From an optimization exercise on the open Yosys and OpenROAD flow, aimed at small area; shortcuts taken in it are not production practice.
No functional check of the RTL was part of any run shown here.
Power is estimated from default activity; no workload was simulated.

==> flow/design.v (outline; a module is shown in full before it is edited, if it fits) <==
// module spectrum_peak_finder: 1319 lines
// module spf_fa: 10 lines
// module spf_han: 9 lines
module spectrum_peak_finder (
  input  logic        clk,
  input  logic        rst,
  input  logic [4:0]  curr_nfft,
  input  logic [15:0] s_re,
  input  logic [15:0] s_im,
  input  logic        s_valid,
  input  logic        s_last,
  output logic        s_ready,
  output logic [9:0]  max_index,
  output logic [31:0] max_mag,
  output logic        max_valid,
  output logic        frame_err
);
  // ...
==> flow/run.sh <==
#!/bin/bash
# synth_recipe.tcl (not shown) runs the flow's synth.tcl, then flattens the netlist and writes it again
# the make line also repeats each setting of config.mk as NAME=value (left out here)
make -C /OpenROAD-flow-scripts/flow DESIGN_CONFIG=/design/flow/config.mk WORK_HOME=/design/flow/orfs CLKGATE_MAP_FILE= SYNTH_SCRIPT=/design/flow/synth_recipe.tcl finish
==> flow/config.mk <==
export PLATFORM = sky130hd
export DESIGN_NAME = spectrum_peak_finder
export DESIGN_NICKNAME = spectrum_peak_finder
export VERILOG_FILES = /design/flow/design.v
export SDC_FILE = /design/flow/constraint.sdc
export NUM_CORES = 4
export LEC_CHECK = 0
export CAP_MARGIN = 20
export CORE_MARGIN = 2
export CORE_UTILIZATION = 40
export SLEW_MARGIN = 20
export SYNTH_HIERARCHICAL = 1
export SYNTH_MINIMUM_KEEP_SIZE = 0
==> flow/constraint.sdc <==
create_clock -name core_clock -period 7.5 [get_ports {clk}]
set_input_delay 1.5000 -clock core_clock [delete_from_list [all_inputs] [get_ports {clk}]]
set_output_delay 1.5000 -clock core_clock [all_outputs]
set_load 0.01 [all_outputs]
==> summary.log, run 1 <==
INFO  outcome        outcome=finished clean
INFO  critical_path  worst-path-stages=18
INFO  critical_path  r2r-end=best_mag[1]
INFO  finish         layout.cells.most_common=nand2_1
INFO  detailed_routing ant_nets=0
INFO  logic_synthesis synth_mux_area_frac=0.0342
INFO  finish         layout_fillers=2898
INFO  logic_synthesis ys_top_cells_by_count=nand2_1 (259), fa_1 (227), dfxtp_1 (121), inv_1 (70), a21oi_1 (68)
INFO  power          combinational_power_share=0.727
INFO  finish         area_dominant_class=multi-input gates
INFO  critical_path  worst-path-buf-inv=2
INFO  global_routing first_pass_grt_wire_length=51300um
INFO  detailed_routing drcViolationCount=0
INFO  finish         multi_input_area=8960um^2
INFO  timing         worstMarginPinSlew=0.749ns
INFO  critical_path  cell_by_cell_trace_of_the_critical_path=clkdlybuf4s50_1 -> inv_1 -> fa_1 -> fa_1 -> fa_1 -> fa_1 -> fa_1 -> fa_1 -> ha_1 -> nand2_1 -> o21ai_0 -> o41ai_1 -> o21ai_0 -> a21o_1 -> o2bb2ai_1 -> a211o_1 -> a21oi_1 -> xor2_1
INFO  logic_synthesis synth_xor_xnor_area_share=0.0264
INFO  logic_synthesis count_of_flip_flops_with_a_built_in_enable_after_synthesis=14
INFO  finish         finalNonFillerCells=1763
INFO  critical_path  r2r_start=best_mag[10]
INFO  critical_path  path_common_cell=fa_1
INFO  critical_path  worstSetupEndpoint=mag_q[26]
INFO  finish         antenna-diode-count=0
INFO  min_path       whs_path_depth=1
INFO  critical_path  r2r_slack=4.41ns
INFO  global_routing grt.met3_usage=0.0388
INFO  finish         clkbuf_count=19
INFO  global_routing grt.busiest_layer=met2
INFO  clock_tree     cts_tree=yes
INFO  detailed_routing met1_length=14700um
INFO  die            placementRows=64
INFO  timing         finalSetupViolCount=0
INFO  finish         areaGrowthSynthToFinish=17.1%
INFO  placed_design  post-place-cells=1731
INFO  finish         post_route_cells_drive_above_1_share=0.0717
INFO  power          power.density_cell_area=458nW/um^2
INFO  finish         layout.cells.most_common_list=nand2_1 (259), fa_1 (227), dfxtp_1 (120)
INFO  logic_synthesis synth_top_area_cell=fa_1
INFO  power          p_clk_frac=0.121
INFO  power          power_frac_seq=0.152
INFO  critical_path  setup_cp_type=input pin to flop
INFO  critical_path  cp-startpoint=s_re[7]
INFO  clock_tree     numClockSinks=135
INFO  critical_path  setup.worst_path.end_class=flop
==> inputs of run 2 (changes only) <==
--- a/flow/config.mk
+++ b/flow/config.mk
@@ -8,6 +8,7 @@
 export CAP_MARGIN = 20
 export CORE_MARGIN = 2
 export CORE_UTILIZATION = 40
+export CTS_BUF_LIST = sky130_fd_sc_hd__clkbuf_8
 export SLEW_MARGIN = 20
 export SYNTH_HIERARCHICAL = 1
 export SYNTH_MINIMUM_KEEP_SIZE = 0
==> summary.log, run 2 <==
INFO  finish         layout.cells.most_common_list=nand2_1 (259), fa_1 (227), dfxtp_1 (120) [unchanged]
INFO  finish         areaGrowthSynthToFinish=15.6% [was 17.1%]
INFO  detailed_routing dr_total_vias=9245 [was 9292]
INFO  placed_design  globalplace.congestion=0.927 [unchanged]
INFO  critical_path  worst-path-buf-inv=2 [unchanged]
INFO  clock_tree     cts_buffers=17 [unchanged]
INFO  die            die_x=179um [unchanged]
INFO  detailed_routing drt-initial-drc-count=627 [was 629]
INFO  detailed_routing maxUsedRoutingLayer=met4 [unchanged]
INFO  logic_synthesis synth_seq_cells=135 [unchanged]
INFO  placed_design  placement.io_buffers=84 [unchanged]
INFO  run            number_of_violations_of_the_max_capacitance_limit=0 [unchanged]
INFO  critical_path  setup_cp_type=input pin to flop [unchanged]
INFO  timing         clock.fmax=144MHz [was 143 MHz]
INFO  die            floorplan.initialDensity=0.404 [unchanged]
INFO  min_path       hold_class=flop to flop [unchanged]
INFO  critical_path  path_common_cell=fa_1 [unchanged]
INFO  detailed_routing route.met3.wl=1950um [was 1860 um]
INFO  die            placementRows=64 [unchanged]
INFO  detailed_routing met1_length=14600um [was 14700 um]
INFO  clock_tree     clockRootBuffer=clkbuf_8 [was clkbuf_16]
INFO  finish         nNetsFinal=1658 [unchanged]
INFO  logic_synthesis synth_top_area_cell=fa_1 [unchanged]
INFO  clock_tree     numClockSinks=135 [unchanged]
INFO  timing         unrepaired_setup_endpoints_after_global_routing=false [unchanged]
INFO  timing         finalClockSkew=0.0173ns [was 0.0144 ns]
INFO  timing         final-max-slew-violation-count=0 [unchanged]
INFO  die            die-area=32100um^2 [unchanged]
INFO  global_routing grt_use_total=0.207 [about the same]
INFO  power          static-leakage-power=0.00527uW [was 0.00535 uW]
INFO  logic_synthesis cells_taking_the_most_area_after_synthesis=fa_1 (37%), dfxtp_1 (20%), nand2_1 (7.9%) [unchanged]
INFO  die            die_h=179um [unchanged]
INFO  finish         final_cell_area=14200um^2 [was 14400 um^2]
INFO  clock_tree     cts.path.max_buffers=2 [unchanged]
INFO  power          vdd_drop_max=0.495mV [about the same]
INFO  clock_tree     number_of_gates_resized_after_cts=0 [unchanged]
INFO  detailed_routing drt_first_pass_iters=6 [was 5]
INFO  finish         post_route_cells_drive_above_1_share=0.0717 [unchanged]
INFO  outcome        outcome=finished clean [unchanged]
INFO  clock_tree     cts.repair_timing.setup_buffer_count=0 [unchanged]
INFO  logic_synthesis count_of_flip_flops_with_a_built_in_enable_after_synthesis=14 [unchanged]
INFO  critical_path  slowest_stage=clkdlybuf4s50_1 [unchanged]
INFO  detailed_routing sum_of_routed_wire_length_over_all_layers=31900um [was 32000 um]
INFO  timing         slew_headroom=0.504 [was 0.501]
INFO  detailed_routing post_drt_via_cell_ratio=5.24 [was 5.27]
INFO  clock_tree     htreeDepth=4 [unchanged]
INFO  clock_tree     cts_tree=yes [unchanged]
INFO  critical_path  cp_top_family=adder cells [unchanged]
INFO  timing         worstMarginPinSlew=0.744ns [was 0.749 ns]
INFO  timing         hold_slack=0.460ns [was 0.455 ns]
INFO  detailed_routing drcViolationCount=0 [unchanged]
INFO  finish         antenna-diode-count=0 [unchanged]
INFO  logic_synthesis ys_top_cells_by_count=nand2_1 (259), fa_1 (227), dfxtp_1 (121), inv_1 (70), a21oi_1 (68) [unchanged]
INFO  clock_tree     cts.hold.buffers_added=0 [unchanged]
INFO  global_routing number_of_antenna_violations_at_the_first_check_in_global_routing=0 [unchanged]
INFO  die            ios=86 [unchanged]
INFO  detailed_routing route.detailed.wl_per_inst=18.1um [about the same]
INFO  die            core-area=30400um^2 [unchanged]
INFO  logic_synthesis synth_ff_type=dfxtp_1 [unchanged]
INFO  detailed_routing wl_met2=14900um [about the same]
INFO  power          power.density_cell_area=448nW/um^2 [was 458 nW/um^2]
INFO  timing         setup_total_negative_slack=0ns [unchanged]
INFO  placed_design  detailed_place.area=13800um^2 [unchanged]
INFO  power          finalPower=6370uW [was 6590 uW]
INFO  logic_synthesis avgSynthCellArea=9.86um^2 [unchanged]
INFO  timing         setup_ws=0.558ns [was 0.519 ns]
INFO  critical_path  worst-path-max-fanout=6 [unchanged]
INFO  logic_synthesis ys_types=67 [unchanged]
INFO  timing         final.min_clock_period=6.94ns [was 6.98 ns]
INFO  global_routing globalRoute.totalOverflow=0 [unchanged]
INFO  logic_synthesis top_count_cell_post_synth=nand2_1 [unchanged]
INFO  global_routing first_global_vias=9503 [was 9524]
INFO  critical_path  cell_by_cell_trace_of_the_critical_path=clkdlybuf4s50_1 -> inv_1 -> fa_1 -> fa_1 -> fa_1 -> fa_1 -> fa_1 -> fa_1 -> ha_1 -> nand2_1 -> o21ai_0 -> o41ai_1 -> o21ai_0 -> a21o_1 -> o2bb2ai_1 -> a211o_1 -> a21oi_1 -> xor2_1 [unchanged]
INFO  placed_design  estimated_wirelength_of_the_detail_placed_design=25400um [unchanged]
INFO  logic_synthesis gate_count_after_technology_mapping=1247 [unchanged]
INFO  finish         layout.cells.most_common=nand2_1 [unchanged]
INFO  placed_design  placement.setup.worst_slack=0.115ns [unchanged]
INFO  critical_path  critical_path_arrival=7.31ns [was 7.32 ns]
INFO  timing         final.period_utilization=0.926 [was 0.931]
INFO  logic_synthesis synth_area=12300um^2 [unchanged]
INFO  global_routing first_pass_grt_wire_length=51200um [was 51300 um]
INFO  logic_synthesis yosysSeqAreaShare=0.231 [unchanged]
INFO  timing         report.final.hold_viol_count=0 [unchanged]
INFO  critical_path  setup.worst_path.end_class=flop [unchanged]
INFO  global_routing largest_net_degree_at_the_start_of_global_routing=48 [unchanged]
INFO  logic_synthesis synthArstFlopShare=0 [unchanged]
INFO  critical_path  critPathLaunchType=input pin [unchanged]
INFO  clock_tree     insertion_delay=0.44ns [was 0.42 ns]
INFO  logic_synthesis synth_top_cell_area_share=0.370 [unchanged]
INFO  finish         biggestRegsByFlops=best_mag (32), mag_q (32), max_mag (32) [unchanged]
INFO  critical_path  crit_path_max_incr_delay=0.68ns [about the same]
INFO  logic_synthesis yosys_warnings=7 [unchanged]
INFO  timing         finalSetupViolCount=0 [unchanged]
INFO  detailed_routing ant_nets=0 [unchanged]
INFO  clock_tree     cts.clk_slew.worst_paths=0.08ns [was 0.06 ns]
INFO  critical_path  worstPathRequired=7.87ns [was 7.84 ns]
run 2: cell type report:
class / count / area, um^2
fillers: 2930 / 16200
multi-input cells: 990 / 8960
flip-flops and latches: 135 / 2840
repair buffers: 140 / 1260
well taps: 396 / 495
inverters: 70 / 263
clock buffers: 17 / 234
clock inverters: 15 / 154
run 2: power by group:
part | leakage, uW | internal (uW) | total [uW] | switching (uW)
Sequential | 0.00112 | 925 | 1000 | 77.7
Clock | 0.000194 | 296 | 583 | 286
Combinational | 0.00396 | 2190 | 4780 | 2590
run 2: path summary, 6_finish.rpt:
kind,from,to,slack [ns],cells past startpoint
setup / recovery,s_re[7],mag_q[26],0.56,18
hold / removal,dr_q[1],dr_q[2],0.46,1
setup reg to reg,best_mag[10],best_mag[23],4.39,10
hold reg to reg,dr_q[1],dr_q[2],0.46,1
run 2: cells by family after synthesis:
logic type,Yosys count,synth area share
compound gates,189,0.0980
xor+xnor,37,0.0264
fa+ha+maj,269,0.411
buf+inv,134,0.0441
flops,135,0.231
mux,42,0.0342
other cells,2,0.000611
simple gates,439,0.154
run 2: worst reg2reg max path, stage by stage (launching register included):
cell and delay, ns:
dfxtp_1 0.34, nor2b_1 0.14, maj3_2 0.33, a2111oi_4 0.33
o21ai_1 0.16, a31oi_1 0.34, o22ai_2 0.17, a2111oi_4 0.53
buf_4 0.42, o21ai_0 0.14, a21oi_1 0.14
run 2: modules after synthesis, one instance, submodules excluded:
module / cells / flip-flops and latches
spf_fa: 1 / 0
spectrum_peak_finder: 1020 / 135
run 2: metal layers:
metal	up-vias	global-route usage
met5	-	0
met4	0	0.0470
met3	37	0.0356
met2	313	0.337
met1	4600	0.288
li1	4295	-
run 2: stage by stage:
| step | util | std cells |
|---|---|---|
| after floorplan | - | 1259 |
| after global placement | 0.454 | 1731 |
| after detailed placement | 0.454 | 1731 |
| after CTS | 0.467 | 1763 |
| after global routing | 0.467 | 1763 |
| final | 0.467 | 1763 |
==> inputs of run 3 (changes only) <==
--- a/flow/config.mk
+++ b/flow/config.mk
@@ -7,8 +7,9 @@
 export LEC_CHECK = 0
 export CAP_MARGIN = 20
 export CORE_MARGIN = 2
-export CORE_UTILIZATION = 40
-export CTS_BUF_LIST = sky130_fd_sc_hd__clkbuf_8
+export CORE_UTILIZATION = 60
+export CTS_BUF_LIST = sky130_fd_sc_hd__clkbuf_4
+export CTS_CLUSTER_SIZE = 10
 export SLEW_MARGIN = 20
 export SYNTH_HIERARCHICAL = 1
 export SYNTH_MINIMUM_KEEP_SIZE = 0
==> summary.log, run 3 <==
INFO  critical_path  setup_cp_type=input pin to flop [unchanged]
INFO  power          vdd_drop_max=0.510mV [was 0.495 mV]
INFO  timing         final-max-slew-violation-count=0 [unchanged]
INFO  clock_tree     clockRootBuffer=clkbuf_4 [was clkbuf_8]
INFO  finish         layout.cells.most_common_list=nand2_1 (259), fa_1 (227), dfxtp_1 (120) [unchanged]
INFO  detailed_routing drt-initial-drc-count=728 [was 627]
INFO  critical_path  crit_path_max_incr_delay=0.71ns [was 0.68 ns]
INFO  clock_tree     cts.repair_timing.setup_buffer_count=0 [unchanged]
INFO  global_routing largest_net_degree_at_the_start_of_global_routing=48 [unchanged]
INFO  placed_design  post-place-cells=1598 [was 1731]
INFO  timing         final.min_clock_period=6.92ns [was 6.94 ns]
INFO  placed_design  globalplace.congestion=0.938 [was 0.927]
INFO  placed_design  placement.io_buffers=84 [unchanged]
INFO  die            floorplan.initialDensity=0.609 [was 0.404]
INFO  finish         layout.cells.most_common=nand2_1 [unchanged]
INFO  timing         unrepaired_setup_endpoints_after_global_routing=false [unchanged]
INFO  power          finalPower=6180uW [was 6370 uW]
INFO  clock_tree     cts.path.max_buffers=2 [unchanged]
INFO  logic_synthesis synth_top_cell_area_share=0.370 [unchanged]
INFO  logic_synthesis gate_count_after_technology_mapping=1247 [unchanged]
INFO  placed_design  estimated_wirelength_of_the_detail_placed_design=23700um [was 25400 um]
INFO  finish         nNetsFinal=1651 [was 1658]
INFO  finish         finalNonFillerCells=1631 [was 1763]
INFO  logic_synthesis yosys_warnings=7 [unchanged]
INFO  clock_tree     insertion_delay=0.51ns [was 0.44 ns]
INFO  critical_path  path_common_cell=fa_1 [unchanged]
INFO  die            placementRows=52 [was 64]
INFO  logic_synthesis top_count_cell_post_synth=nand2_1 [unchanged]
INFO  die            core-area=20200um^2 [was 30400 um^2]
INFO  die            ios=86 [unchanged]
INFO  logic_synthesis synth_area=12300um^2 [unchanged]
INFO  logic_synthesis synth_top_area_cell=fa_1 [unchanged]
INFO  logic_synthesis ys_top_cells_by_count=nand2_1 (259), fa_1 (227), dfxtp_1 (121), inv_1 (70), a21oi_1 (68) [unchanged]
INFO  clock_tree     htreeDepth=4 [unchanged]
INFO  finish         final_cell_area=13900um^2 [was 14200 um^2]
INFO  die            die-area=21600um^2 [was 32100 um^2]
INFO  die            die_h=147um [was 179 um]
INFO  logic_synthesis synth_ff_type=dfxtp_1 [unchanged]
INFO  critical_path  critPathLaunchType=input pin [unchanged]
INFO  detailed_routing drt_first_pass_iters=5 [was 6]
INFO  timing         finalClockSkew=0.0105ns [was 0.0173 ns]
INFO  clock_tree     cts.clk_slew.worst_paths=0.10ns [was 0.08 ns]
INFO  clock_tree     cts_tree=yes [unchanged]
INFO  min_path       hold_class=flop to flop [unchanged]
INFO  logic_synthesis count_of_flip_flops_with_a_built_in_enable_after_synthesis=14 [unchanged]
INFO  critical_path  cp_top_family=adder cells [unchanged]
INFO  logic_synthesis synthArstFlopShare=0 [unchanged]
INFO  detailed_routing route.detailed.wl_per_inst=18.6um [was 18.1 um]
INFO  timing         slew_headroom=0.498 [was 0.504]
INFO  critical_path  critical_path_arrival=7.37ns [was 7.31 ns]
INFO  global_routing grt_use_total=0.294 [was 0.207]
INFO  global_routing first_pass_grt_wire_length=49800um [was 51200 um]
INFO  power          static-leakage-power=0.00518uW [was 0.00527 uW]
INFO  timing         worstMarginPinSlew=0.752ns [was 0.744 ns]
INFO  logic_synthesis synth_seq_cells=135 [unchanged]
INFO  logic_synthesis avgSynthCellArea=9.86um^2 [unchanged]
INFO  outcome        outcome=finished clean [unchanged]
INFO  detailed_routing post_drt_via_cell_ratio=5.70 [was 5.24]
INFO  critical_path  setup.worst_path.end_class=flop [unchanged]
INFO  run            number_of_violations_of_the_max_capacitance_limit=0 [unchanged]
INFO  critical_path  worst-path-buf-inv=2 [unchanged]
INFO  timing         finalSetupViolCount=0 [unchanged]
INFO  detailed_routing sum_of_routed_wire_length_over_all_layers=30300um [was 31900 um]
INFO  clock_tree     number_of_gates_resized_after_cts=0 [unchanged]
INFO  detailed_routing drcViolationCount=0 [unchanged]
INFO  timing         clock.fmax=145MHz [was 144 MHz]
INFO  clock_tree     numClockSinks=135 [unchanged]
INFO  placed_design  detailed_place.area=13600um^2 [was 13800 um^2]
INFO  critical_path  slowest_stage=clkdlybuf4s50_1 [unchanged]
INFO  critical_path  cell_by_cell_trace_of_the_critical_path=clkdlybuf4s50_1 -> buf_4 -> nand2_1 -> fa_1 -> fa_1 -> fa_1 -> fa_1 -> fa_1 -> fa_1 -> ha_1 -> a21o_1 -> a21o_1 -> a21oi_1 -> nand2_1 -> a21o_1 -> a31oi_1 -> o31ai_1 -> or4_1 -> nand3_1 [was clkdlybuf4s50_1 -> inv_1 -> fa_1 -> fa_1 -> fa_1 -> fa_1 -> fa_1 -> fa_1 -> ha_1 -> nand2_1 -> o21ai_0 -> o41ai_1 -> o21ai_0 -> a21o_1 -> o2bb2ai_1 -> a211o_1 -> a21oi_1 -> xor2_1]
INFO  timing         report.final.hold_viol_count=0 [unchanged]
INFO  finish         post_route_cells_drive_above_1_share=0.0647 [was 0.0717]
INFO  detailed_routing dr_total_vias=9295 [was 9245]
INFO  clock_tree     cts_buffers=17 [unchanged]
INFO  global_routing globalRoute.totalOverflow=0 [unchanged]
INFO  clock_tree     cts.hold.buffers_added=0 [unchanged]
INFO  logic_synthesis cells_taking_the_most_area_after_synthesis=fa_1 (37%), dfxtp_1 (20%), nand2_1 (7.9%) [unchanged]
INFO  die            die_x=147um [was 179 um]
INFO  logic_synthesis yosysSeqAreaShare=0.231 [unchanged]
INFO  global_routing number_of_antenna_violations_at_the_first_check_in_global_routing=1 [was 0]
INFO  finish         biggestRegsByFlops=best_mag (32), mag_q (32), max_mag (32) [unchanged]
INFO  timing         setup_total_negative_slack=0ns [unchanged]
INFO  finish         areaGrowthSynthToFinish=12.9% [was 15.6%]
INFO  detailed_routing ant_nets=0 [unchanged]
INFO  critical_path  worst-path-max-fanout=10 [was 6]
INFO  logic_synthesis ys_types=67 [unchanged]
INFO  timing         final.period_utilization=0.922 [was 0.926]
INFO  global_routing first_global_vias=9514 [was 9503]
INFO  critical_path  worstPathRequired=7.95ns [was 7.87 ns]
INFO  power          power.density_cell_area=446nW/um^2 [was 448 nW/um^2]
run 3: cell types whose count changed in the layout (fill, tap and decap cells not counted):
cell        delta
buf_4          -7
inv_1          -1
clkinv_1       +4
clkbuf_8      -17
clkinv_4       -3
diode_2        +1
inv_6          -3
clkinv_2       +1
clkinvlp_4     -1
clkbuf_4      +20
run 3: worst reg2reg max path: stages (launching register included):
cell and delay [ns]:
dfxtp_1 0.35, nor2b_1 0.14, maj3_2 0.33, a2111oi_4 0.32, o21ai_1 0.16, a31oi_1 0.34, o22ai_2 0.17, a2111oi_4 0.55
buf_4 0.41, o21ai_0 0.18, a21oi_1 0.15
run 3: cell families (layout without fill, tap and decap cells):
| kind of cell | after synthesis | count (layout) | synth area share |
|---|---|---|---|
| AND/OR/NAND/NOR | 439 | 439 | 0.154 |
| adder cells (fa/ha/maj) | 269 | 269 | 0.411 |
| AO/OA/AOI/OAI | 189 | 189 | 0.0980 |
| flip-flops | 135 | 135 | 0.231 |
| buffers and inverters | 134 | 235 | 0.0441 |
| multiplexers | 42 | 42 | 0.0342 |
| XOR/XNOR | 37 | 37 | 0.0264 |
| other | 2 | 15 | 0.000611 |
run 3: cell type report:
type / count / area [um^2]
Timing Repair Buffer: 133 / 1210
Sequential cell: 135 / 2840
Inverter: 70 / 263
Clock inverter: 12 / 110
Fill cell: 1640 / 6290
Tap cell: 270 / 338
Multi-Input combinational cell: 990 / 8960
Antenna cell: 1 / 2.50
Clock buffer: 20 / 150
run 3: per-stage QoR:
| stage | setup slack, ns | hold slack (ns) | util |
|---|---|---|---|
| after detailed placement | 0.0989 | 0.448 | 0.675 |
| after global routing | 0.420 | 0.477 | 0.688 |
| after global placement | 0.206 | 0.444 | 0.675 |
| final | 0.583 | 0.457 | 0.688 |
| after CTS | 0.656 | 0.463 | 0.688 |
| after floorplan | 0.748 | 0.429 | - |
run 3: routing by layer:
layer  global-route usage  part of all wire
met5                    0                 0
met4               0.0885             0.027
met3               0.0565             0.073
met2                0.475              0.47
met1                0.410              0.43
run 3: worst paths after layout:
| check | from | to | slack (ns) | cells after the start |
|---|---|---|---|---|
| worst max-delay path | s_re[9] | mag_q[31] | 0.58 | 19 |
| worst min register to register | dr_q[1] | dr_q[2] | 0.46 | 1 |
| worst max register to register | best_mag[10] | best_idx[8] | 4.35 | 10 |
| worst min-delay path | dr_q[1] | dr_q[2] | 0.46 | 1 |
run 3: power breakdown:
| group | switching (uW) | internal (uW) |
|---|---|---|
| Clock | 244 | 202 |
| Sequential | 81.6 | 924 |
| Combinational | 2600 | 2130 |
| Total | 2920 | 3260 |
run 3: per-module statistics from Yosys (local to each module, per instance):
module / copies in the design / flip-flops and latches
spf_fa: 227 / 0
spectrum_peak_finder: 1 / 135

[separate check: timing with driven ports]
Ports are ideal in the flow. The routed layouts listed here were re-timed in OpenROAD.
Step 1: set_driving_cell puts a clkbuf_16 on clk and a buf_2 on each other input, an assumption about the parent block.
Step 2 times the ports against the registers' clock, not the clock port: input delays grow and output delays shrink by t, the midpoint of the rising clock arrivals with the driver on.
a / b / c = no drivers / after step 1 / after step 2; a / b = the first two.
run | t, ns | slack for setup (ns) | worst hold slack (ns) | pins driven straight from the clock port
run 1 | 0.453 | 0.519 / 0.536 / 0.084 | 0.455 / 0.455 / 0.455 | 1
run 2 | 0.466 | 0.558 / 0.571 / 0.105 | 0.460 / 0.460 / 0.460 | 1
run 3 | 0.538 | 0.583 / 0.596 / 0.057 | 0.457 / 0.457 / 0.457 | 1
After both steps setup and hold are still met in every run listed. For run 3, which loses most, drivers alone change the setup slack by +0.013 ns; drivers and shift together by -0.526 ns.
